Context: an optimization exercise on an open-source flow, tuned for small area, a short achievable clock period and few clock cycles. The choices shown serve that exercise and are no tape-out recipe.
At most, simulation tests tie the RTL to the original design; equivalence was not proved.
No activity file was given, so power comes from the tool's default toggle rates.

== v49 ==
==> flow/design.v (excerpt) <==
module ahb_master
(
    input  logic   i_clk,
    input  logic   i_reset_n,
    input  logic   i_req_valid,
    input  logic   i_req_read,
    input  master_pkg::addr_t  i_req_addr,
    input  master_pkg::len_t   i_req_len,
    output logic   o_req_ready,
    input  logic   i_wdata_valid,
    input  master_pkg::data_t  i_wdata,
    output logic   o_wdata_ready,
    output logic   o_rdata_valid,
    output master_pkg::data_t  o_rdata,
    input  logic   i_rdata_ready,
    output logic   o_hsel,
    output master_pkg::addr_t  o_haddr,
    output ahb_pkg::trans_t o_htrans,
    output ahb_pkg::burst_t o_hburst,
    output logic   o_hwrite,
    output master_pkg::data_t  o_hwdata,
    input  master_pkg::data_t  i_hrdata,
    input  logic   i_hready
);
export LEC_CHECK = 0
export ABC_AREA = 0
export CAP_MARGIN = 20
export CORE_MARGIN = 2
export CORE_UTILIZATION = 40
export SETUP_SLACK_MARGIN = 1.8
export SLEW_MARGIN = 20
create_clock -name core_clock -period 4.5 [get_ports {i_clk}]
standard.sh (not shown) runs the stock make flow with config.mk's settings and CLKGATE_MAP_FILE= SYNTH_SCRIPT=/design/flow/synth_recipe.tcl, a recipe that flattens the netlist after the stock synthesis.
==> flow/flow/run.sh <==
#!/bin/bash
# Standard layout; ports buffered with the smallest buffer, sizing free to change footprints
bash standard.sh BUFFER_PORTS_ARGS="-buffer_cell sky130_fd_sc_hd__buf_1" MATCH_CELL_FOOTPRINT=0 finish > standard.log 2>&1
v49 | stages: all done | timing, DRC, antenna: all pass
Testbench counts of v49, summed over its fixed seeds: cycles 15,561.
#### Input delta (v6 over v49)
Settings: SETUP_SLACK_MARGIN changed from 1.8 to 2.2; ABC_AREA changed from 0 to 1.
==> flow/run.sh (new file) <==
#!/bin/bash
# synth_recipe.tcl (not shown) runs the flow's synth.tcl, then flattens the netlist and writes it again
# the make line also repeats each setting of config.mk as NAME=value (left out here)
make -C /OpenROAD-flow-scripts/flow DESIGN_CONFIG=/design/flow/config.mk WORK_HOME=/design/flow/orfs CLKGATE_MAP_FILE= SYNTH_SCRIPT=/design/flow/synth_recipe.tcl finish
removed: flow/flow/run.sh
removed: flow/standard.sh
Findings:
Going from v49 to v6, the simple-gate area share of the yosys netlist was found to have gone up by 13 points.
Multi-input logic cell count for v6: 88 up relative to v49
The initial antenna violation count in v6 was higher than what v49 gave.
Comparing the two runs side by side, v6 comes out ahead of v49 on post-route clock skew.
In v6 relative to v49, count of placed standard cells including taps had gone up by more than 10%.
Diff v6..v49 | storage element area | negligible
v49 reports its slowest cell on the critical path as sky130_fd_sc_hd__a221o_1 while v6 reports sky130_fd_sc_hd__buf_12.
Compared with v49, wire length in v6 increased by more than half.
Input changes introduced in v57 (baseline for comparison: v6):
Settings: putting CTS_BUF_LIST at sky130_fd_sc_hd__clkbuf_8 where nothing was set; putting CTS_CLUSTER_DIAMETER at 100 where nothing was set; swapping 2.2 for 1.8 in SETUP_SLACK_MARGIN; putting CTS_CLUSTER_SIZE at 40 where nothing was set.
==> flow/flow/run.sh (new file) <==
#!/bin/bash
# Standard layout; ports buffered with the smallest buffer, sizing free to change footprints
bash standard.sh BUFFER_PORTS_ARGS="-buffer_cell sky130_fd_sc_hd__buf_1" MATCH_CELL_FOOTPRINT=0 finish > standard.log 2>&1
==> flow/standard.sh (new file) <==
#!/bin/bash
# synth_recipe.tcl (not shown) runs the flow's synth.tcl, then flattens the netlist and writes it again
# the make line also repeats each setting of config.mk as NAME=value (left out here)
make -C /OpenROAD-flow-scripts/flow DESIGN_CONFIG=/design/flow/config.mk WORK_HOME=/design/flow/orfs CLKGATE_MAP_FILE= SYNTH_SCRIPT=/design/flow/synth_recipe.tcl "${@:-finish}"
removed: flow/run.sh
Findings:
- The run with more routed wire is v6, not v57.
- Endpoint of the most critical setup path: o_req_ready -> v6, o_htrans[1] -> v57
- Reported for v6 and v57, number of optimization iterations in the first detailed-route pass turned out identical to the last digit.
- Taking v57 over v6, the internal power ratio works out to 0.922.
- Final area on v57 is ahead of v6.
- Relative to v6, routed length on met1 has decreased by about 22% in v57.
- For v6, the worst hold path class was flip-flop to flip-flop, unlike v57, where it was primary input to async pin.
Changes in v10 relative to v57:
Settings: clearing CTS_CLUSTER_SIZE, which used to be 40; clearing CTS_BUF_LIST, which used to be sky130_fd_sc_hd__clkbuf_8; clearing CTS_CLUSTER_DIAMETER, which used to be 100; swapping 1.8 for 1.7 in SETUP_SLACK_MARGIN.
## What came out
For detailed-route wire length, v57 and v10 come out practically identical.
Internal power of the cells, v10 and v57: smaller value in v10
Delta (v10 minus v57): via count closely matched the old numbers; number of gates on the worst path with buffers counted increased by 1 relative to the old numbers; register-to-register slack closely matched the old numbers; final instance area decreased by about 0.7% relative to the old numbers.
Setup slack: v10 less than v57
Post-route clock skew essentially unchanged between v57 and v10.
Across v10 and v57, none had a timing, DRC or antenna violation.
Combinational cell fraction of total power: v57 vs v10 — no meaningful difference
~same slew of the pin with the lowest slew margin in v10 and v57
> inputs changed (v10 -> v56)
Settings: swapping 1.7 for 1.9 in SETUP_SLACK_MARGIN.
==> run summary <==
As far as met3 usage goes, v56 and v10 are indistinguishable; the numbers are identical.
The routed wire length of v56 was inferior to that of v10.
Run comparison: v10 critical-path cell with the highest stage delay sky130_fd_sc_hd__dfrtp_1; v56 critical-path cell with the highest stage delay sky130_fd_sc_hd__buf_12
Higher total routing resource utilization after global routing was reported by v56, not v10.
Compared with v10, v56 ends up with more cell area.
Comparing v10 against v56, there is no change at all in cell row count.
### v56 -> v42
Settings: SETUP_SLACK_MARGIN: 1.9 -> 1.8; CORE_UTILIZATION: 40 -> 65.
==> run summary <==
What v42 reported for number of cells in the design after placement has to be multiplied by 1.10 to get the figure for v56. Wire length of the first global-routing pass (v42 vs. v56) increases by a few percent. Delta (v42 minus v56): logic gate share of total power has remained practically unchanged; worst-case hold slack decreased by 40 ps relative to the old numbers. From v42 to v56, number of sequential storage elements did not move at all. Detailed-routed wire length on met3 went up by more than 10% going from v56 to v42. Higher switching power goes to v42 over v56. v56 → v42: share of the core filled with cells in the final layout saw an increase, fraction of area in multi-input gates saw an increase.

---

Setup of run 1:
Starting RTL as in the previous note.
Settings: LEC_CHECK=0, ABC_AREA=1, CAP_MARGIN=20, CORE_MARGIN=2, CORE_UTILIZATION=40, SETUP_SLACK_MARGIN=2.2, SLEW_MARGIN=20; clock period 4.5 ns.
==> flow/flow/run.sh <==
#!/bin/bash
# Standard layout; ports buffered with the smallest buffer, sizing free to change footprints
bash standard.sh BUFFER_PORTS_ARGS="-buffer_cell sky130_fd_sc_hd__buf_1" MATCH_CELL_FOOTPRINT=0 finish > standard.log 2>&1
Testbench counts of run 1, summed over its fixed seeds: cycles 15,561.
diff inputs: run 1 => run 2
Settings: changing SETUP_SLACK_MARGIN from 2.2 to 0.
Notes after the runs:
Looking at the reports, run 2 completed the entire flow and the layout it produced met the timing, design-rule and antenna checks.
Comparing run 2 and run 1, the lower share of power burned in combinational logic was measured on run 2.
Number of gates resized after cts was lower in the run labelled run 2.
Between run 2 and run 1, the maximum resistive drop on vdd is lower for run 2.
Modified inputs, run 3 compared to run 2
Settings: SETUP_SLACK_MARGIN: 0 -> 1.8.
Notes after the runs:
Comparing run 2 with run 3, the number of filler cells placed in the layout came out essentially unchanged. NOTE routed wire length run 2->run 3 increased by a few percent. The run showing the greater post-detailed-route wirelength per cell is run 3. The higher pre-CTS setup slack of run 3 and run 2 is in run 2. Critical path depth, run 3 and run 2, lower one = run 3. | met2 track demand over resource in global routing | higher: run 3 |. On post-CTS setup buffer count: between run 3 and run 2, it ends up higher for run 3. Run 3 ends up with a maximum cell stage delay along the critical path that is 0.08 ns lower than in run 2.
diff inputs: run 3 => run 4
Settings: SETUP_SLACK_MARGIN now 2.1, was 1.8; ABC_AREA now 0, was 1.
No stage failed in run 4, and the final checks on the layout all came back clean. The flow did not stop early for run 3: all stages ran, and the layout cleared the timing, design-rule and antenna checks. Run 3 → run 4: power went up; xor/xnor cell area share of the yosys netlist went up; core utilization went up. Compare run 3 and run 4 | global-route usage lower: run 4. Compared with run 3, in run 4 logic gate share of total power higher, count of different cell masters after synthesis increased 11, number of cells on the worst reg-to-reg path went down by 4, number of clock sinks did not really move.

---

ahb_master, a different RTL version from the one above (not shown whole).
Size: about 360 cells after synthesis, about 120 flip-flops, roughly 210 I/O pins, ~0.0042 mm^2 of cells after synthesis.
Settings: LEC_CHECK=0, ABC_AREA=1, CAP_MARGIN=20, CORE_MARGIN=2, CORE_UTILIZATION=40, SETUP_SLACK_MARGIN=1.9, SLEW_MARGIN=20; clock period 4.5 ns.
Scripts as last shown in full above: flow/flow/run.sh
The baseline finished with timing, DRC and antenna clean.
Change:
Settings changed: CTS_BUF_LIST from default to sky130_fd_sc_hd__clkbuf_8, SETUP_SLACK_MARGIN 1.9 to 2.3.
After rerunning: Global-route usage rose by 2.8 points. Final area goes up by 17%. Via count goes up by 10%.
Change:
Settings changed: CTS_BUF_LIST sky130_fd_sc_hd__clkbuf_8 to default, SETUP_SLACK_MARGIN 2.3 to 2.1.
Result: The new run went through all stages and came out clean. Routed wire length goes down by 17%. Maximum frequency falls by 1.8%. Non-clock buffer count drops by 25. Combinational power fell by 25%. Cell area drops by 9.8%. Worst hold slack improves by 0.0035 ns. Utilization is lower by 6.4 points. Clock power climbs by 51%. Register-to-register slack improved by 0.34 ns. Count of clock-buffer cells in the layout came out higher by 3. Worst setup slack degrades by 0.043 ns.
No functional check of the RTL was part of any run of this note.

---

ahb_master, a different RTL version from the one above (not shown whole).
For scale: about 210 I/O pins, ~3900 um^2 of cells after synthesis.
clock: 4.5 ns
lec_check: 0
abc_area: 0
abc_clock_period_in_ps: 1500
cap_margin: 20
core_margin: 2
core_utilization: 40
setup_slack_margin: 1.8
slew_margin: 20
Scripts as last shown in full above: flow/flow/run.sh
Change:
- ABC_AREA: 0 -> 1
- ABC_CLOCK_PERIOD_IN_PS: 1500 -> not set
Effect: Cell area went down slightly. Clock-buffer cell count is unchanged. Final cell count went up by a few percent. Fmax is about the same.
Function was not checked in any run of this note: the RTL went through the layout flow alone.

separate check: timing with driven ports:
The flow's constraints put no driver on any port. The routed layouts listed below were extracted and timed again, unchanged, in two steps.
Step 1, drivers: a clkbuf_16 drives i_clk and a buf_2 each remaining input, both assumed.
Step 2 times the ports against the registers' clock, not the clock port: input delays grow and output delays shrink by t, the midpoint of the rising clock arrivals with the driver on.
a / b / c = ideal ports / drivers / drivers and shift; a / b = the first two.
run	t (ns)	slack for setup (ns)	worst hold slack (ns)
v49	0.391	1.578 / 1.520 / 1.281	0.444 / 0.473 / 0.482
v6	0.380	1.930 / 1.861 / 1.611	0.451 / 0.451 / 0.451
v57	0.385	1.905 / 1.849 / 1.661	0.433 / 0.427 / 0.458
v10	0.384	1.827 / 1.794 / 1.614	0.435 / 0.429 / 0.457
v56	0.386	1.943 / 1.873 / 1.664	0.439 / 0.434 / 0.457
v42	0.392	1.837 / 1.806 / 1.663	0.399 / 0.405 / 0.459
run 1	0.396	1.916 / 1.856 / 1.856	0.425 / 0.419 / 0.475
run 2	0.388	1.455 / 1.408 / 1.408	0.418 / 0.425 / 0.460
run 3	0.385	1.905 / 1.849 / 1.663	0.433 / 0.427 / 0.458
run 4	0.398	1.575 / 1.522 / 1.232	0.416 / 0.419 / 0.480
the first run of note 3	0.526	2.007 / 1.957 / 1.706	0.447 / 0.447 / 0.447
the second run of note 3	0.442	2.139 / 2.094 / 1.915	0.449 / 0.449 / 0.449
the third run of note 3	0.526	2.096 / 2.065 / 1.797	0.452 / 0.446 / 0.452
the first run of note 4	0.387	1.851 / 1.812 / 1.699	0.435 / 0.447 / 0.479
the second run of note 4	0.390	1.856 / 1.819 / 1.612	0.431 / 0.428 / 0.482
After both steps setup and hold are still met in every run listed. For run 4, which loses most, drivers alone change the setup slack by -0.053 ns; drivers and shift together by -0.343 ns.
